From an optimization exercise on the open Yosys and OpenROAD flow, aimed at small area, a short achievable clock period and few clock cycles per item; shortcuts taken in it are not production practice. No run shown here included a check of the RTL's function; only the layout flow was run.

[flow/config.mk]
export PLATFORM = sky130hd
export DESIGN_NAME = epoch_seconds_to_calendar_top
export DESIGN_NICKNAME = epoch_seconds_to_calendar_top
export VERILOG_FILES = /design/flow/design.v
export SDC_FILE = /design/flow/constraint.sdc
export NUM_CORES = 4
export LEC_CHECK = 0
export CAP_MARGIN = 20
export CORE_MARGIN = 2
export CORE_UTILIZATION = 40
export SLEW_MARGIN = 20
[flow/constraint.sdc]
create_clock -name core_clock -period 11.0 [get_ports {clk}]
set_input_delay 2.2000 -clock core_clock [delete_from_list [all_inputs] [get_ports {clk}]]
set_output_delay 2.2000 -clock core_clock [all_outputs]
set_load 0.01 [all_outputs]
[flow/design.v]
`default_nettype none
package esc_pkg;
  localparam int unsigned SecondsW = 6;
  localparam int unsigned MinutesW = 6;
  localparam int unsigned HoursW   = 5;
  localparam int unsigned WeekdayW = 3;
  localparam int unsigned YearW    = 8;
  localparam int unsigned MonthW   = 4;
  localparam int unsigned DayW     = 5;
  localparam int unsigned EpochW   = 32;
  localparam int unsigned DaysW    = 16;
  localparam logic [5:0] SecsPerMin   = 6'd60;
  localparam logic [5:0] MinsPerHour  = 6'd60;
  localparam logic [5:0] HoursPerDay  = 6'd24;
  localparam logic [5:0] DaysPerWeek  = 6'd7;
  localparam logic [YearW-1:0] CenturySkipOff = 8'd130;
  localparam logic [MonthW-1:0] LastMonthIdx  = 4'd11;
  localparam logic [MonthW-1:0] FebIdx        = 4'd1;
  function automatic logic is_leap(input logic [YearW-1:0] year_off);
    is_leap = (year_off[1:0] == 2'd2) && (year_off != CenturySkipOff);
  endfunction
  function automatic logic [8:0] year_len(input logic [YearW-1:0] year_off);
    year_len = is_leap(year_off) ? 9'd366 : 9'd365;
  endfunction
  function automatic logic [4:0] month_len(input logic [MonthW-1:0] idx,
                                           input logic leap);
    logic [4:0] len;
    case (idx)
      4'd0:    len = 5'd31;
      4'd1:    len = leap ? 5'd29 : 5'd28;
      4'd2:    len = 5'd31;
      4'd3:    len = 5'd30;
      4'd4:    len = 5'd31;
      4'd5:    len = 5'd30;
      4'd6:    len = 5'd31;
      4'd7:    len = 5'd31;
      4'd8:    len = 5'd30;
      4'd9:    len = 5'd31;
      4'd10:   len = 5'd30;
      default: len = 5'd31;
    endcase
    month_len = len;
  endfunction
  function automatic logic [WeekdayW-1:0] weekday_of(input logic [2:0] r);
    logic [WeekdayW-1:0] wd;
    case (r)
      3'd0:    wd = 3'd5;
      3'd1:    wd = 3'd6;
      3'd2:    wd = 3'd7;
      3'd3:    wd = 3'd1;
      3'd4:    wd = 3'd2;
      3'd5:    wd = 3'd3;
      3'd6:    wd = 3'd4;
      default: wd = 3'd1;
    endcase
    weekday_of = wd;
  endfunction
endpackage
`default_nettype wire
`default_nettype none
module epoch_seconds_to_calendar_top (
  input  wire logic        clk,
  input  wire logic        rst,
  input  wire logic        din_valid,
  output wire logic        din_ready,
  input  wire logic [31:0] din_epoch_seconds,
  output wire logic        dout_valid,
  input  wire logic        dout_ready,
  output wire logic [5:0]  dout_second_of_minute,
  output wire logic [5:0]  dout_minute_of_hour,
  output wire logic [4:0]  dout_hour_of_day,
  output wire logic [2:0]  dout_weekday,
  output wire logic [7:0]  dout_year_offset,
  output wire logic [3:0]  dout_month_number,
  output wire logic [4:0]  dout_day_of_month
);
  logic adv;
  logic v1, v2, v3;
  assign adv       = !v3 || dout_ready;
  assign din_ready = adv;
  logic [24:0] x0;
  logic [18:0] a0, a1, a2, a3, a4;
  logic [18:0] s1, c1, s2, c2, s3, c3;
  logic [5:0]  r1_xa;
  logic [6:0]  s1_g;       
  assign x0 = din_epoch_seconds[31:7];
  assign r1_xa = x0[24:19];
  assign s1_g[0] = 64'h9696969696969696 >> r1_xa & 1'b1;
  assign s1_g[1] = 64'h2bd42bd42bd42bd4 >> r1_xa & 1'b1;
  assign s1_g[2] = 64'hcce73318cce73318 >> r1_xa & 1'b1;
  assign s1_g[3] = 64'hf0f83c1f0f07c3e0 >> r1_xa & 1'b1;
  assign s1_g[4] = 64'h00ffc01ff007fc00 >> r1_xa & 1'b1;
  assign s1_g[5] = 64'hff00001ffff80000 >> r1_xa & 1'b1;
  assign s1_g[6] = 64'hffffffe000000000 >> r1_xa & 1'b1;
  assign a0 = 19'(x0[24:7]);
  assign a1 = 19'(x0[24:8]);
  assign a2 = 19'(x0[24:13]);
  assign a3 = 19'(x0[24:17]);
  assign a4 = 19'(s1_g);
  assign s1 = a0 ^ a1 ^ a2;
  assign c1 = ((a0 & a1) | (a0 & a2) | (a1 & a2)) << 1;
  assign s2 = s1 ^ c1 ^ a3;
  assign c2 = ((s1 & c1) | (s1 & a3) | (c1 & a3)) << 1;
  assign s3 = s2 ^ c2 ^ a4;
  assign c3 = ((s2 & c2) | (s2 & a4) | (c2 & a4)) << 1;
  logic [18:0] p0;
  assign p0 = s3 + c3;
  logic [15:0] r1_qe;
  logic [17:0] r1_lo;      
  logic [10:0] s2_r;       
  logic        s2_c;       
  logic [4:0]  r1_qb;
  logic [5:0]  s2_q4e;
  logic [10:0] s2_l;
  logic [11:0] s2_rp;
  logic [15:0] s2_qe;
  assign s2_qe  = r1_qe;
  assign s2_r   = r1_lo[17:7] - ({s2_qe[1:0], 9'd0} + {s2_qe[3:0], 7'd0} + {s2_qe[5:0], 5'd0}
                                 + {s2_qe[9:0], 1'd0} + s2_qe[10:0]);
  assign s2_c   = (s2_r >= 11'd675);
  logic        s2_ga, s2_gb;
  assign s2_ga  = (s2_qe >= 16'd47541);
  assign s2_gb  = (s2_qe >= 16'd47540);
  assign r1_qb  = s2_qe[15:11];
  assign s2_q4e[0] = 32'hb26c9b26 >> r1_qb & 1'b1;
  assign s2_q4e[1] = 32'hdb492db4 >> r1_qb & 1'b1;
  assign s2_q4e[2] = 32'h1c71ce38 >> r1_qb & 1'b1;
  assign s2_q4e[3] = 32'he07e0fc0 >> r1_qb & 1'b1;
  assign s2_q4e[4] = 32'h007ff000 >> r1_qb & 1'b1;
  assign s2_q4e[5] = 32'hff800000 >> r1_qb & 1'b1;
  assign s2_l[0] = 32'h4d9364d9 >> r1_qb & 1'b1;
  assign s2_l[1] = 32'h24b6d24b >> r1_qb & 1'b1;
  assign s2_l[2] = 32'h51e2aae1 >> r1_qb & 1'b1;
  assign s2_l[3] = 32'hd4a857ab >> r1_qb & 1'b1;
  assign s2_l[4] = 32'h81f55541 >> r1_qb & 1'b1;
  assign s2_l[5] = 32'he6c66672 >> r1_qb & 1'b1;
  assign s2_l[6] = 32'h4a94e35a >> r1_qb & 1'b1;
  assign s2_l[7] = 32'h6bdeb5ef >> r1_qb & 1'b1;
  assign s2_l[8] = 32'h8ce7398c >> r1_qb & 1'b1;
  assign s2_l[9] = 32'h4294a529 >> r1_qb & 1'b1;
  assign s2_l[10] = 32'h94210842 >> r1_qb & 1'b1;
  logic [11:0] s2_rpa, s2_rpb;
  assign s2_rpa = {1'b0, s2_qe[10:0]} + {1'b0, s2_l} + {11'd0, s2_ga};
  assign s2_rpb = {1'b0, s2_qe[10:0]} + {1'b0, s2_l} + {10'd0, s2_gb, !s2_gb};
  assign s2_rp  = ({12{s2_c}} & s2_rpb) | ({12{!s2_c}} & s2_rpa);
  function automatic logic [2:0] add7(input logic [2:0] a, input logic [2:0] b);
    logic [3:0] t;
    t = {1'b0, a} + {1'b0, b};
    add7 = t[2:0] + {2'd0, t[3]};
  endfunction
  logic [2:0] s2_wa, s2_wb, s2_wq;
  assign s2_wa = add7(add7(s2_qe[2:0], s2_qe[5:3]), s2_qe[8:6]);
  assign s2_wb = add7(add7(s2_qe[11:9], s2_qe[14:12]), 3'd4 + {2'd0, s2_qe[15]});
  assign s2_wq = add7(s2_wa, s2_wb);
  logic [2:0] s2_w4;
  logic [2:0] s2_wd;
  assign s2_w4 = add7(s2_wq, {2'd0, s2_c});           
  assign s2_wd = (s2_w4 == 3'd7) ? 3'd1 : s2_w4 + 3'd1;
  logic [11:0] r2_rp;
  logic [5:0]  r2_q4e;
  logic [10:0] r2_r;       
  logic [6:0]  r2_e;       
  logic [2:0]  r2_wd;
  logic [11:0] s3_r;       
  logic [8:0]  s3_n;
  logic [3:0]  s3_nn;      
  logic [8:0]  s3_off;
  logic [8:0]  s3_doy;
  logic [7:0]  s3_ya;      
  assign s3_r = r2_rp;
  assign s3_n[0] = (s3_r >= 12'd365);
  assign s3_n[1] = (s3_r >= 12'd730);
  assign s3_n[2] = (s3_r >= 12'd1095);
  assign s3_n[3] = (s3_r >= 12'd1461);
  assign s3_n[4] = (s3_r >= 12'd1826);
  assign s3_n[5] = (s3_r >= 12'd2191);
  assign s3_n[6] = (s3_r >= 12'd2556);
  assign s3_n[7] = (s3_r >= 12'd2922);
  assign s3_n[8] = (s3_r >= 12'd3287);
  always_comb begin
    s3_nn = 4'd0;
    for (int i = 0; i < 9; i++) if (s3_n[i]) s3_nn = 4'(i + 1);
  end
  always_comb begin
    case (s3_nn)
      4'd0: s3_off = 9'd0;
      4'd1: s3_off = 9'd365;
      4'd2: s3_off = 9'd218;
      4'd3: s3_off = 9'd71;
      4'd4: s3_off = 9'd437;
      4'd5: s3_off = 9'd290;
      4'd6: s3_off = 9'd143;
      4'd7: s3_off = 9'd508;
      4'd8: s3_off = 9'd362;
      4'd9: s3_off = 9'd215;
      default: s3_off = 9'd0;
    endcase
  end
  assign s3_doy = s3_r[8:0] - s3_off;
  assign s3_ya  = {r2_q4e, 2'd0} + {4'd0, s3_nn} - 8'd2;
  logic [11:1] t;
  logic [3:0]  s3_mp;
    assign t[1] = (s3_doy >= 9'd31);
  assign t[2] = (s3_doy >= 9'd61);
  assign t[3] = (s3_doy >= 9'd92);
  assign t[4] = (s3_doy >= 9'd122);
  assign t[5] = (s3_doy >= 9'd153);
  assign t[6] = (s3_doy >= 9'd184);
  assign t[7] = (s3_doy >= 9'd214);
  assign t[8] = (s3_doy >= 9'd245);
  assign t[9] = (s3_doy >= 9'd275);
  assign t[10] = (s3_doy >= 9'd306);
  assign t[11] = (s3_doy >= 9'd337);
  always_comb begin
    s3_mp = 4'd0;
    for (int i = 1; i <= 11; i++) if (t[i]) s3_mp = 4'(i);
  end
  logic [6:0]  s3_ha;
  logic [4:0]  s3_hm;      
  logic [0:0]  s3_hw;      
  logic [8:0]  s3_l2;
  assign s3_ha = r2_r[10:4];
  assign s3_hm[0] = 128'h6cd993264c993264c99b366cd9b366cc >> s3_ha & 1'b1;
  assign s3_hm[1] = 128'h70e1e3c78f1e3c78f1e3c78f1e3c78f0 >> s3_ha & 1'b1;
  assign s3_hm[2] = 128'h7f01fc07f01fc07f01fc07f01fc07f00 >> s3_ha & 1'b1;
  assign s3_hm[3] = 128'h0001fff80000007ffe0000001fff8000 >> s3_ha & 1'b1;
  assign s3_hm[4] = 128'h7ffe0000001fff80000007ffe0000000 >> s3_ha & 1'b1;
  assign s3_hw[0] = 128'h60000000001800000000060000000000 >> s3_ha & 1'b1;
  assign s3_l2[0] = 128'h6cd993264c993264c99b366cd9b366cc >> s3_ha & 1'b1;
  assign s3_l2[1] = 128'h1c3870e1c3870e1c3878f1e3c78f1e3c >> s3_ha & 1'b1;
  assign s3_l2[2] = 128'h03f80fe03f80fe03f807f01fc07f01fc >> s3_ha & 1'b1;
  assign s3_l2[3] = 128'hfff8001fff8001fff8000fffc000fffc >> s3_ha & 1'b1;
  assign s3_l2[4] = 128'hfff80000007ffffff80000003ffffffc >> s3_ha & 1'b1;
  assign s3_l2[5] = 128'h932193264c993264ce64c993264c9930 >> s3_ha & 1'b1;
  assign s3_l2[6] = 128'h1c3e1c3870e1c3870f870e1c3870e1c0 >> s3_ha & 1'b1;
  assign s3_l2[7] = 128'he03fe03f80fe03f80ff80fe03f80fe00 >> s3_ha & 1'b1;
  assign s3_l2[8] = 128'h6ce66ce64c66ce64c664c66ce64c66cc >> s3_ha & 1'b1;
  logic [8:0]  s3_hr;      
  logic        s3_hc;
  logic [7:0]  s3_hrem;
  assign s3_hr   = {r2_r[5:0], r2_e[6:4]} + s3_l2;
  assign s3_hc   = (s3_hr >= 9'd225);
  assign s3_hrem = s3_hc ? 8'(s3_hr - 9'd225) : s3_hr[7:0];
  logic [9:0]  s3_z;       
  assign s3_z = {s3_hrem, r2_e[3:2]};
  logic [6:0]  s3_ma;
  logic [5:0]  s3_me;
  assign s3_ma = s3_z[9:3];
  assign s3_me[0] = 128'hcc999933326664ccc999933326664ccc >> s3_ma & 1'b1;
  assign s3_me[1] = 128'hf0e1e1c3c387870f0e1e1c3c387870f0 >> s3_ma & 1'b1;
  assign s3_me[2] = 128'h00fe01fc03f807f00fe01fc03f807f00 >> s3_ma & 1'b1;
  assign s3_me[3] = 128'h00fffe0003fff8000fffe0003fff8000 >> s3_ma & 1'b1;
  assign s3_me[4] = 128'h00fffffffc0000000fffffffc0000000 >> s3_ma & 1'b1;
  assign s3_me[5] = 128'h00fffffffffffffff000000000000000 >> s3_ma & 1'b1;
  logic [4:0]  r3_dl;      
  logic [3:0]  r3_mp;
  logic [7:0]  r3_ya;
  logic [2:0]  r3_wd;
  logic [4:0]  r3_h;
  logic [5:0]  r3_me;
  logic [4:0]  r3_zl;      
  logic [1:0]  r3_s;
  logic [4:0]  s4_cum;     
  logic [3:0]  s4_month;
  always_comb begin
    case (r3_mp)
      4'd0: begin s4_cum = 5'd31; s4_month = 4'd3; end
      4'd1: begin s4_cum = 5'd30; s4_month = 4'd4; end
      4'd2: begin s4_cum = 5'd28; s4_month = 4'd5; end
      4'd3: begin s4_cum = 5'd27; s4_month = 4'd6; end
      4'd4: begin s4_cum = 5'd25; s4_month = 4'd7; end
      4'd5: begin s4_cum = 5'd24; s4_month = 4'd8; end
      4'd6: begin s4_cum = 5'd23; s4_month = 4'd9; end
      4'd7: begin s4_cum = 5'd21; s4_month = 4'd10; end
      4'd8: begin s4_cum = 5'd20; s4_month = 4'd11; end
      4'd9: begin s4_cum = 5'd18; s4_month = 4'd12; end
      4'd10: begin s4_cum = 5'd17; s4_month = 4'd1; end
      4'd11: begin s4_cum = 5'd16; s4_month = 4'd2; end
      default: begin s4_cum = 5'd0; s4_month = 4'd0; end
    endcase
  end
  logic [4:0]  s4_mr;      
  logic        s4_mc;
  assign s4_mr = r3_zl + {r3_me[4] ^ r3_me[0], r3_me[3:0]};    
  assign s4_mc = (s4_mr >= 5'd15);
  assign dout_valid            = v3;
  assign dout_second_of_minute = {(s4_mc ? 4'(s4_mr - 5'd15) : s4_mr[3:0]), r3_s};
  assign dout_minute_of_hour   = r3_me + {5'd0, s4_mc};
  assign dout_hour_of_day      = r3_h;
  assign dout_weekday          = r3_wd;
  assign dout_year_offset      = r3_ya + {7'd0, r3_mp >= 4'd10};
  assign dout_month_number     = s4_month;
  assign dout_day_of_month     = r3_dl - s4_cum;
  always_ff @(posedge clk) begin
    if (rst) begin
      v1 <= 1'b0;
      v2 <= 1'b0;
      v3 <= 1'b0;
    end else if (adv) begin
      v1 <= din_valid;
      v2 <= v1;
      v3 <= v2;
    end
  end
  always_ff @(posedge clk) begin
    if (adv) begin
      r1_qe    <= p0[18:3];
      r1_lo    <= din_epoch_seconds[17:0];
      r2_rp    <= s2_rp;
      r2_q4e   <= s2_q4e;
      r2_r     <= s2_r;
      r2_e     <= r1_lo[6:0];
      r2_wd    <= s2_wd;
      r3_dl    <= s3_doy[4:0];
      r3_mp    <= s3_mp;
      r3_ya    <= s3_ya;
      r3_wd    <= r2_wd;
      r3_h     <= !s3_hc ? s3_hm : s3_hw ? 5'd0 : s3_hm + 5'd1;
      r3_me    <= s3_me;
      r3_zl    <= s3_z[4:0];
      r3_s     <= r2_e[1:0];
    end
  end
endmodule
`default_nettype wire
[flow/flow/run.sh]
#!/bin/bash
# The standard layout (the standard.sh: ORFS synthesis through finish) with timing repair
# aimed at 5 ns of setup slack, and the port buffers made with buf_1 cells.
set -euo pipefail
bash standard.sh SETUP_SLACK_MARGIN=5 'BUFFER_PORTS_ARGS=-buffer_cell sky130_fd_sc_hd__buf_1' finish > standard_finish.log 2>&1
[flow/standard.sh]
#!/bin/bash
# synth_recipe.tcl (not shown) runs the flow's synth.tcl, then flattens the netlist and writes it again
# the make line also repeats each setting of config.mk as NAME=value (left out here)
make -C /OpenROAD-flow-scripts/flow DESIGN_CONFIG=/design/flow/config.mk WORK_HOME=/design/flow/orfs CLKGATE_MAP_FILE= SYNTH_SCRIPT=/design/flow/synth_recipe.tcl "${@:-finish}"
==> impl_metrics.prom, run 1 <==
# TYPE chip_impl_metric gauge
chip_impl_metric{name="fmax",unit="GHz"} 0.171
chip_impl_metric{name="numPortBuffers",unit=""} 74
chip_impl_info{name="post_synth_main_area_contributors",value="edfxtp_1, ha_1, fa_1"} 1
chip_impl_metric{name="synth-seq-area-share",unit=""} 0.248
chip_impl_metric{name="clock_path_buffers",unit=""} 2
chip_impl_metric{name="timing_worst_slew_pin_value",unit="ps"} 867
chip_impl_info{name="worstReg2RegEnd",value="r3_me[0]$_DFFE_PP_"} 1
chip_impl_metric{name="crit_path_max_fanout",unit=""} 4
chip_impl_info{name="cts_tree",value="built"} 1
chip_impl_metric{name="postSynthRegisterBits",unit=""} 114
chip_impl_metric{name="first_iter_violations",unit=""} 962
chip_impl_metric{name="seq_area",unit="sq mm"} 0.00339
chip_impl_info{name="path_cells",value="buf_2 > fa_1 > inv_1 > fa_1 > inv_1 > fa_1 > ha_1 > a41o_1 > a21oi_2 > o21ai_2 > a2111oi_4 > o31a_1 > a21oi_2 > a41o_1 > o21a_1 > nor2_2 > xnor2_1"} 1
chip_impl_metric{name="route.antenna.remaining_nets",unit=""} 0
chip_impl_metric{name="critical_path_arrival",unit="ps"} 6010
chip_impl_metric{name="sinks_on_clock_net",unit=""} 114
chip_impl_info{name="combinational_family_with_the_most_area_after_synthesis",value="adder cells"} 1
chip_impl_info{name="ctsRootBufferMaster",value="clkbuf_16"} 1
chip_impl_metric{name="grt.total_usage",unit=""} 0.179
chip_impl_info{name="setup.worst_path.start",value="din_epoch_seconds[16]"} 1
chip_impl_metric{name="dpl.hpwl",unit="um"} 23900
chip_impl_info{name="synthMostInstantiatedCell",value="ha_1"} 1
chip_impl_info{name="endpoint_kind",value="flip-flop"} 1
chip_impl_metric{name="final.setup.tns",unit="ps"} 0
chip_impl_metric{name="mappedNetlistNets",unit=""} 1795
chip_impl_metric{name="htree_num_levels",unit=""} 4
chip_impl_metric{name="worst-r2r-setup-slack",unit="ps"} 5170
chip_impl_metric{name="layout_worst_path_cycle_share",unit=""} 0.531
chip_impl_metric{name="synth_largest_type_area_fraction",unit=""} 0.243
chip_impl_metric{name="antenna-diode-count",unit=""} 0
chip_impl_metric{name="dieHeight",unit="um"} 189
chip_impl_metric{name="multi_input_comb_area",unit="sq mm"} 0.00971
chip_impl_metric{name="setup-violations-final",unit=""} 0
chip_impl_info{name="synth_flop_cell",value="edfxtp_1"} 1
chip_impl_metric{name="hold_violations",unit=""} 0
chip_impl_metric{name="worstPathRequired",unit="ps"} 11170
chip_impl_info{name="highest_layer",value="met4"} 1
chip_impl_metric{name="synthesis.instances",unit=""} 1502
chip_impl_metric{name="clk-insertion-delay-late",unit="ps"} 420
chip_impl_info{name="min-delay-path-class",value="flip-flop to flip-flop"} 1
chip_impl_metric{name="postLayoutCoreUtil",unit=""} 0.462
chip_impl_metric{name="detail_route.drc_violations",unit=""} 0
chip_impl_metric{name="initial_antenna_violation_count",unit=""} 0
chip_impl_metric{name="fp.coreArea",unit="sq mm"} 0.0336
chip_impl_metric{name="number_of_global_route_vias_before_repair",unit=""} 10700
chip_impl_metric{name="maxSlewViolCount",unit=""} 0
chip_impl_metric{name="post_dp_cell_area",unit="sq mm"} 0.0144
chip_impl_metric{name="final_layout_size_suffix_gt1_frac",unit=""} 0.102
chip_impl_metric{name="cts_buffers",unit=""} 17
chip_impl_metric{name="timing.max_slew.rel_slack",unit=""} 0.422
chip_impl_metric{name="drt-pass1-iter-count",unit=""} 6
chip_impl_info{name="rr_startpoint",value="r2_r[6]$_DFFE_PP_"} 1
chip_impl_metric{name="num-fill-cells",unit=""} 3261
chip_impl_metric{name="area_delta_synth_final",unit="%"} 13.3
chip_impl_metric{name="die_area",unit="sq mm"} 0.0357
chip_impl_info{name="rsz_0062_raised_after_global_routing",value="true"} 1
chip_impl_info{name="result_of_the_run",value="timing/DRC/antenna clean"} 1
chip_impl_info{name="startpoint_class_of_the_critical_path",value="input port"} 1
chip_impl_metric{name="wl_met1",unit="um"} 14700
chip_impl_info{name="highest_delay_cell_along_the_critical_path",value="fa_1"} 1
chip_impl_metric{name="synth-adder-area-share",unit=""} 0.264
chip_impl_metric{name="grt_start_max_net_pins",unit=""} 71
chip_impl_metric{name="row_cnt",unit=""} 67
chip_impl_metric{name="synthesis.yosys.warnings",unit=""} 1
chip_impl_metric{name="synth-edff-count",unit=""} 111
chip_impl_metric{name="initial_utilization",unit=""} 0.407
chip_impl_metric{name="synthesis.area",unit="sq mm"} 0.0137
chip_impl_metric{name="global_route.overflow_total",unit=""} 0
chip_impl_metric{name="clkSlewWorstSetupHoldPaths",unit="ps"} 60
chip_impl_metric{name="r2r.worst_path.cells",unit=""} 26
chip_impl_info{name="worstSetupEndpoint",value="r1_qe[15]$_DFFE_PP_"} 1
chip_impl_metric{name="synth_area_per_cell",unit="sq um"} 9.12
chip_impl_metric{name="synthArstFlopShare",unit=""} 0
chip_impl_metric{name="wire_length_on_met3",unit="um"} 1530
chip_impl_metric{name="multiplexer_area_fraction_after_synthesis",unit=""} 0.0344
chip_impl_metric{name="synth_simple_gate_area_frac",unit=""} 0.115
chip_impl_info{name="synth.cells.most_frequent",value="ha_1, inv_1, edfxtp_1"} 1
chip_impl_metric{name="cap_viol_max_count",unit=""} 0
chip_impl_metric{name="finalInstanceArea",unit="sq mm"} 0.0155
chip_impl_metric{name="final_net_count",unit=""} 1882
chip_impl_metric{name="fin_skew",unit="ps"} 12.3
chip_impl_metric{name="routed-wl-met2",unit="um"} 15100
chip_impl_metric{name="wl_per_cell",unit="um"} 15.5
chip_impl_metric{name="max_stage_delay",unit="ps"} 540
chip_impl_metric{name="vias",unit=""} 11200
chip_impl_info{name="timing.setup.critical_path_class",value="input port to flip-flop"} 1
chip_impl_info{name="synth_top_cell_by_area",value="edfxtp_1"} 1
chip_impl_metric{name="synth.lib_cells_used.distinct",unit=""} 87
chip_impl_info{name="path_common_cell",value="fa_1"} 1
chip_impl_metric{name="grt_first_pass_wirelength",unit="um"} 52900
chip_impl_metric{name="finalWirelength",unit="um"} 31800
chip_impl_metric{name="period_minus_ws_final",unit="ps"} 5840
chip_impl_metric{name="routabilityCongestion",unit=""} 0.885
chip_impl_metric{name="fp.dieW",unit="um"} 189
chip_impl_metric{name="yosys.area_share.xor_xnor",unit=""} 0.0792
chip_impl_metric{name="i_o_pin_count",unit=""} 75
chip_impl_metric{name="viasPerCell",unit=""} 5.47
chip_impl_metric{name="synth_compound_area_frac",unit=""} 0.200
-- metal layers --
layer  track usage  up-vias
li1              -     5548
met1         0.240     5326
met2         0.301      316
met3        0.0276       27
met4        0.0472        0
met5             0        -
-- stage by stage --
stage               cells  worst slack (ps)  hold slack (ps)
global route         2050              4810              430
detailed placement   1978              3960              406
finish               2050              5160              418
CTS                  2018              4950              413
global placement     1978              4190              403
floorplan            1502              4930              400
-- sequential cells by signal, indices dropped and copies added, names as in the netlist --
signal,count
r2_wd,3
r3_mp,4
v3,1
r3_dl,5
r2_q4e,6
r3_me,6
r2_e,7
r3_ya,8
r1_qe,16
r2_r,11
v2,1
v1,1
r3_h,5
r1_lo,18
r3_s,2
r3_wd,3
r3_zl,5
r2_rp,12
-- cell type report --
cell class                 instances  share of cell area
clock buffer                      18              0.0277
clock inverter                    14             0.00984
inverter                         152              0.0375
multi-input combinational       1178               0.626
sequential                       114               0.219
tap                              448              0.0361
timing repair buffer             126              0.0444
-- how the worst min path moves through the flow --
stage / endpoint / start / slack [ps] / cells after the start
floorplan: r2_e[0]$_DFFE_PP_ / r1_lo[0]$_DFFE_PP_ / 400 / 0
global placement: r3_wd[1]$_DFFE_PP_ / r2_wd[1]$_SDFFCE_PN0P_ / 400 / 0
detailed placement: r3_wd[0]$_DFFE_PP_ / r2_wd[0]$_SDFFCE_PN1P_ / 410 / 0
CTS: r2_e[3]$_DFFE_PP_ / r1_lo[3]$_DFFE_PP_ / 410 / 0
global route: r2_e[3]$_DFFE_PP_ / r1_lo[3]$_DFFE_PP_ / 430 / 0
finish: r2_e[3]$_DFFE_PP_ / r1_lo[3]$_DFFE_PP_ / 420 / 0
-- what timing repair did --
| action | in CTS | in global routing |
|---|---|---|
| setup buffers | 8 | 32 |
| pin swaps | 3 | 11 |
| hold buffers | 0 | 0 |
| resized for setup | 11 | 34 |
| endpoints found under the setup margin | 7 | 12 |
-- critical path: cells and delay by family --
kind	cells	cell delay, ps
AOI/OAI and AO/OA	8	1600
xor gates and xnor gates	1	60
adders and majority gates	4	1800
buffers and inverters	3	260
and+or+nand+nor	1	90
-- cells in the final DEF (no fill, tap or decap), types with 11 or more instances in the layout --
cell type and count:
ha_1 202, inv_1 143, edfxtp_1 111, nand2_1 109
nor2_1 106, a21oi_1 103, o21ai_0 99, xnor2_1 75
buf_1 69, fa_1 52, buf_4 48, a21o_1 40
xor2_1 33, nand3_1 25, nor3_1 23, nand2b_1 19
mux2i_1 19, a211oi_1 17, clkbuf_16 17, nor2b_1 14
a31oi_1 14, o21a_1 14, o22ai_1 11
-- logic make-up (layout without fill, tap and decap cells) --
| family | Yosys count | after routing |
|---|---|---|
| buf+inv | 210 | 310 |
| flops | 114 | 114 |
| compound gates | 419 | 419 |
| mux | 37 | 37 |
| simple gates | 347 | 347 |
| fa+ha+maj | 258 | 258 |
| xor+xnor | 117 | 117 |
==> run 2, diff against run 1 <==
--- a/flow/config.mk
+++ b/flow/config.mk
@@ -6,4 +6,5 @@
 export NUM_CORES = 4
 export LEC_CHECK = 0
+export ABC_AREA = 1
 export CAP_MARGIN = 20
 export CORE_MARGIN = 2
==> run 2 against run 1 <==
Net effect: clock-buffer cell count decreased by 1; synthesized cell count increased by 17%; first-iteration DRC count increased by 13%; design area decreased by 0.24%; via count increased by 6.8%; clock skew decreased by 3.1 ps; global-route usage increased by 0.74 points; worst setup slack improved by 18 ps; critical path type is now input port to output pin; critical endpoint is now din_ready; highest routed layer unchanged.
==> impl_metrics.prom, run 2 <==
# TYPE chip_impl_metric gauge
chip_impl_info{name="worstReg2RegEnd",value="r2_wd[2]$_SDFFCE_PN0P_"} 1
chip_impl_metric{name="sinks_on_clock_net",unit=""} 114
chip_impl_metric{name="final_net_count",unit=""} 2143
chip_impl_metric{name="initial_utilization",unit=""} 0.403
chip_impl_metric{name="layout_worst_path_cycle_share",unit=""} 0.529
chip_impl_metric{name="maxSlewViolCount",unit=""} 0
chip_impl_info{name="synthMostInstantiatedCell",value="nand2_1"} 1
chip_impl_metric{name="timing_worst_slew_pin_value",unit="ps"} 953
chip_impl_metric{name="htree_num_levels",unit=""} 4
chip_impl_metric{name="area_delta_synth_final",unit="%"} 11.7
chip_impl_info{name="result_of_the_run",value="timing/DRC/antenna clean"} 1
chip_impl_metric{name="detail_route.drc_violations",unit=""} 0
chip_impl_metric{name="grt.total_usage",unit=""} 0.186
chip_impl_info{name="endpoint_kind",value="output pin"} 1
chip_impl_metric{name="grt_start_max_net_pins",unit=""} 75
chip_impl_metric{name="synthesis.area",unit="sq mm"} 0.0139
chip_impl_metric{name="grt_first_pass_wirelength",unit="um"} 54400
chip_impl_info{name="rsz_0062_raised_after_global_routing",value="true"} 1
chip_impl_metric{name="i_o_pin_count",unit=""} 75
chip_impl_metric{name="cts_buffers",unit=""} 17
chip_impl_metric{name="synthesis.yosys.warnings",unit=""} 1
chip_impl_metric{name="wl_per_cell",unit="um"} 14.4
chip_impl_info{name="largest-register",value="r1_lo"} 1
chip_impl_metric{name="critical_path_arrival",unit="ps"} 3620
chip_impl_metric{name="synthesis.instances",unit=""} 1760
chip_impl_metric{name="fmax",unit="GHz"} 0.172
chip_impl_info{name="hold-path-endpoint",value="r2_e[3]$_DFFE_PP_"} 1
chip_impl_metric{name="fp.coreArea",unit="sq mm"} 0.0344
chip_impl_metric{name="final.setup.tns",unit="ps"} 0
chip_impl_info{name="highest_delay_cell_along_the_critical_path",value="clkinvlp_4"} 1
chip_impl_info{name="cts_tree",value="built"} 1
chip_impl_metric{name="crit_path_max_fanout",unit=""} 41
chip_impl_metric{name="final_layout_size_suffix_gt1_frac",unit=""} 0.0649
chip_impl_info{name="path_cells",value="buf_1 > nor2_2 > clkinvlp_4 > buf_1"} 1
chip_impl_metric{name="synth_largest_type_area_fraction",unit=""} 0.240
chip_impl_info{name="ctsRootBufferMaster",value="clkbuf_16"} 1
chip_impl_info{name="startpoint_class_of_the_critical_path",value="input port"} 1
chip_impl_metric{name="viasPerCell",unit=""} 5.17
chip_impl_metric{name="global_route.overflow_total",unit=""} 0
chip_impl_info{name="synth.cells.most_frequent",value="nand2_1, inv_1, ha_1"} 1
chip_impl_metric{name="clkSlewWorstSetupHoldPaths",unit="ps"} 60
chip_impl_info{name="layout_common_cells",value="nand2_1, inv_1, ha_1, nor2_1, edfxtp_1"} 1
chip_impl_metric{name="cap_viol_max_count",unit=""} 0
chip_impl_metric{name="fin_skew",unit="ps"} 9.20
chip_impl_metric{name="routabilityCongestion",unit=""} 0.903
chip_impl_metric{name="max_stage_delay",unit="ps"} 790
chip_impl_metric{name="route.antenna.remaining_nets",unit=""} 0
chip_impl_info{name="timing.setup.critical_path_class",value="input port to output pin"} 1
chip_impl_metric{name="number_of_global_route_vias_before_repair",unit=""} 11400
chip_impl_metric{name="period_minus_ws_final",unit="ps"} 5820
chip_impl_metric{name="cp_num_buf_inv",unit=""} 3
chip_impl_metric{name="worstPathRequired",unit="ps"} 8800
chip_impl_metric{name="drt-pass1-iter-count",unit=""} 6
chip_impl_metric{name="numPortBuffers",unit=""} 74
chip_impl_info{name="post_synth_main_area_contributors",value="edfxtp_1, ha_1, nand2_1"} 1
chip_impl_metric{name="r2r.worst_path.cells",unit=""} 27
chip_impl_metric{name="row_cnt",unit=""} 68
chip_impl_metric{name="fp.dieW",unit="um"} 190
chip_impl_metric{name="dpl.hpwl",unit="um"} 25700
chip_impl_metric{name="timing.hold.ws",unit="ps"} 417
chip_impl_info{name="path_common_cell",value="buf_1"} 1
chip_impl_info{name="hold_path_startpoint",value="r1_lo[3]$_DFFE_PP_"} 1
chip_impl_metric{name="synth.lib_cells_used.distinct",unit=""} 63
chip_impl_metric{name="synth_area_per_cell",unit="sq um"} 7.88
chip_impl_metric{name="finalWorstSetupSlack",unit="ps"} 5180
chip_impl_info{name="setup.worst_path.start",value="dout_ready"} 1
chip_impl_metric{name="largest_register_ff_count",unit=""} 18
chip_impl_metric{name="mappedNetlistNets",unit=""} 2053
chip_impl_metric{name="clock_path_buffers",unit=""} 2
chip_impl_info{name="min-delay-path-class",value="flip-flop to flip-flop"} 1
chip_impl_metric{name="first_iter_violations",unit=""} 1086
chip_impl_metric{name="setup-violations-final",unit=""} 0
chip_impl_metric{name="postLayoutCoreUtil",unit=""} 0.450
chip_impl_metric{name="worst-r2r-setup-slack",unit="ps"} 5330
chip_impl_metric{name="die_area",unit="sq mm"} 0.0362
chip_impl_metric{name="finalWirelength",unit="um"} 33500
chip_impl_info{name="path_delay_family",value="buffers and inverters"} 1
chip_impl_info{name="reg.largest.list",value="r1_lo: 18 flops, r1_qe: 16 flops, r2_rp: 12 flops"} 1
chip_impl_metric{name="postSynthRegisterBits",unit=""} 114
chip_impl_info{name="rr_startpoint",value="r1_qe[13]$_DFFE_PP_"} 1
chip_impl_metric{name="initial_antenna_violation_count",unit=""} 2
chip_impl_metric{name="vias",unit=""} 12000
chip_impl_info{name="layout.cells.most_common",value="nand2_1"} 1
chip_impl_metric{name="timing.max_slew.rel_slack",unit=""} 0.363
chip_impl_metric{name="synth-seq-area-share",unit=""} 0.245
chip_impl_metric{name="dpl_worst_slack",unit="ps"} 4500
chip_impl_metric{name="hold_violations",unit=""} 0
chip_impl_info{name="synth_top_cell_by_area",value="edfxtp_1"} 1
chip_impl_metric{name="dieHeight",unit="um"} 190
chip_impl_metric{name="synth-edff-count",unit=""} 111
chip_impl_metric{name="clk-insertion-delay-late",unit="ps"} 440
chip_impl_info{name="synth_flop_cell",value="edfxtp_1"} 1
chip_impl_metric{name="synthArstFlopShare",unit=""} 0
chip_impl_metric{name="hold_depth",unit=""} 0
run 2: changes by cell type after synthesis, sizes merged, moves of 20 or more:
| cell | previous run | this run |
|---|---|---|
| nand2b | 20 | 0 |
| nand2 | 110 | 353 |
| nand3 | 25 | 103 |
| clkbuf | 41 | 17 |
| xnor2 | 79 | 34 |
| xor2 | 38 | 84 |
| a21o | 40 | 9 |
| nor2 | 108 | 148 |
| inv | 151 | 273 |
run 2: layer usage:
layer,GRT usage,vias to the layer above,part of all wire
li1,-,6063,-
met4,0.0593,0,0.019
met5,0,-,0
met1,0.236,5518,0.45
met2,0.321,354,0.48
met3,0.0338,50,0.051
run 2: cell families after synthesis:
logic type | share of synthesized area
AND/OR/NAND/NOR | 0.197
AO/OA/AOI/OAI | 0.133
buffers and inverters | 0.0880
multiplexers | 0.00153
adder cells (fa/ha/maj) | 0.260
XOR/XNOR | 0.0751
flip-flops | 0.245
run 2: final cells by class:
| class | instances | area [sq um] |
|---|---|---|
| Sequential cell | 114 | 3390 |
| Multi-Input combinational cell | 1338 | 9350 |
| Timing Repair inverter | 1 | 5.00 |
| Fill cell | 3411 | 18900 |
| Clock inverter | 15 | 180 |
| Antenna cell | 1 | 2.50 |
| Clock buffer | 17 | 425 |
| Timing Repair Buffer | 101 | 495 |
| Inverter | 277 | 1060 |
| Tap cell | 455 | 569 |
run 2: metrics by stage:
step | area, sq um | std cells
finish | 15500 | 2319
global route | 15500 | 2319
floorplan | 13900 | 1760
detailed placement | 14600 | 2263
global placement | 14600 | 2263
CTS | 15200 | 2301
run 2: timing repair:
action / in CTS / in global routing
setup buffers: 6 / 16
hold buffers: 0 / 0
resized for setup: 3 / 22
pin swaps: 0 / 5
gates cloned: 0 / 1
setup endpoints to repair: 8 / 13
run 2: worst max path at each step:
stage                                      to  slack [ps]  cells past startpoint
after floorplan           r1_qe[15]$_DFFE_PP_        5040                     19
after global placement    r1_qe[15]$_DFFE_PP_        4590                     20
after detailed placement  r1_qe[15]$_DFFE_PP_        4500                     20
after CTS                 r1_qe[15]$_DFFE_PP_        5010                     21
after global routing       r3_me[1]$_DFFE_PP_        4940                     32
final                               din_ready        5180                      4

what the ideal ports hide:
In the flow no input, the clock included, has a driving cell. The finished layouts below were timed again as built, in two steps. Step 1, drivers: a clkbuf_16 drives clk and a buf_2 each remaining input, both assumed. Step 2 times the ports against the registers' clock, not the clock port: input delays grow and output delays shrink by t, the midpoint of the rising clock arrivals with the driver on. Three values: no drivers, after step 1, after step 2; two values: the first two.
run | t (ns) | setup slack, ns | worst hold slack (ns) | worst data-port slew with drivers (ns) | cell pins on the clock port's net
run 1 | 0.464 | 5.160 / 5.174 / 4.723 | 0.418 / 0.418 / 0.418 | 0.06 | 1
run 2 | 0.487 | 5.178 / 5.156 / 4.803 | 0.417 / 0.417 / 0.417 | 0.09 | 1
After both steps every run listed still meets setup and hold. For run 1, which loses most, drivers alone change the setup slack by +0.014 ns; drivers and shift together by -0.437 ns.
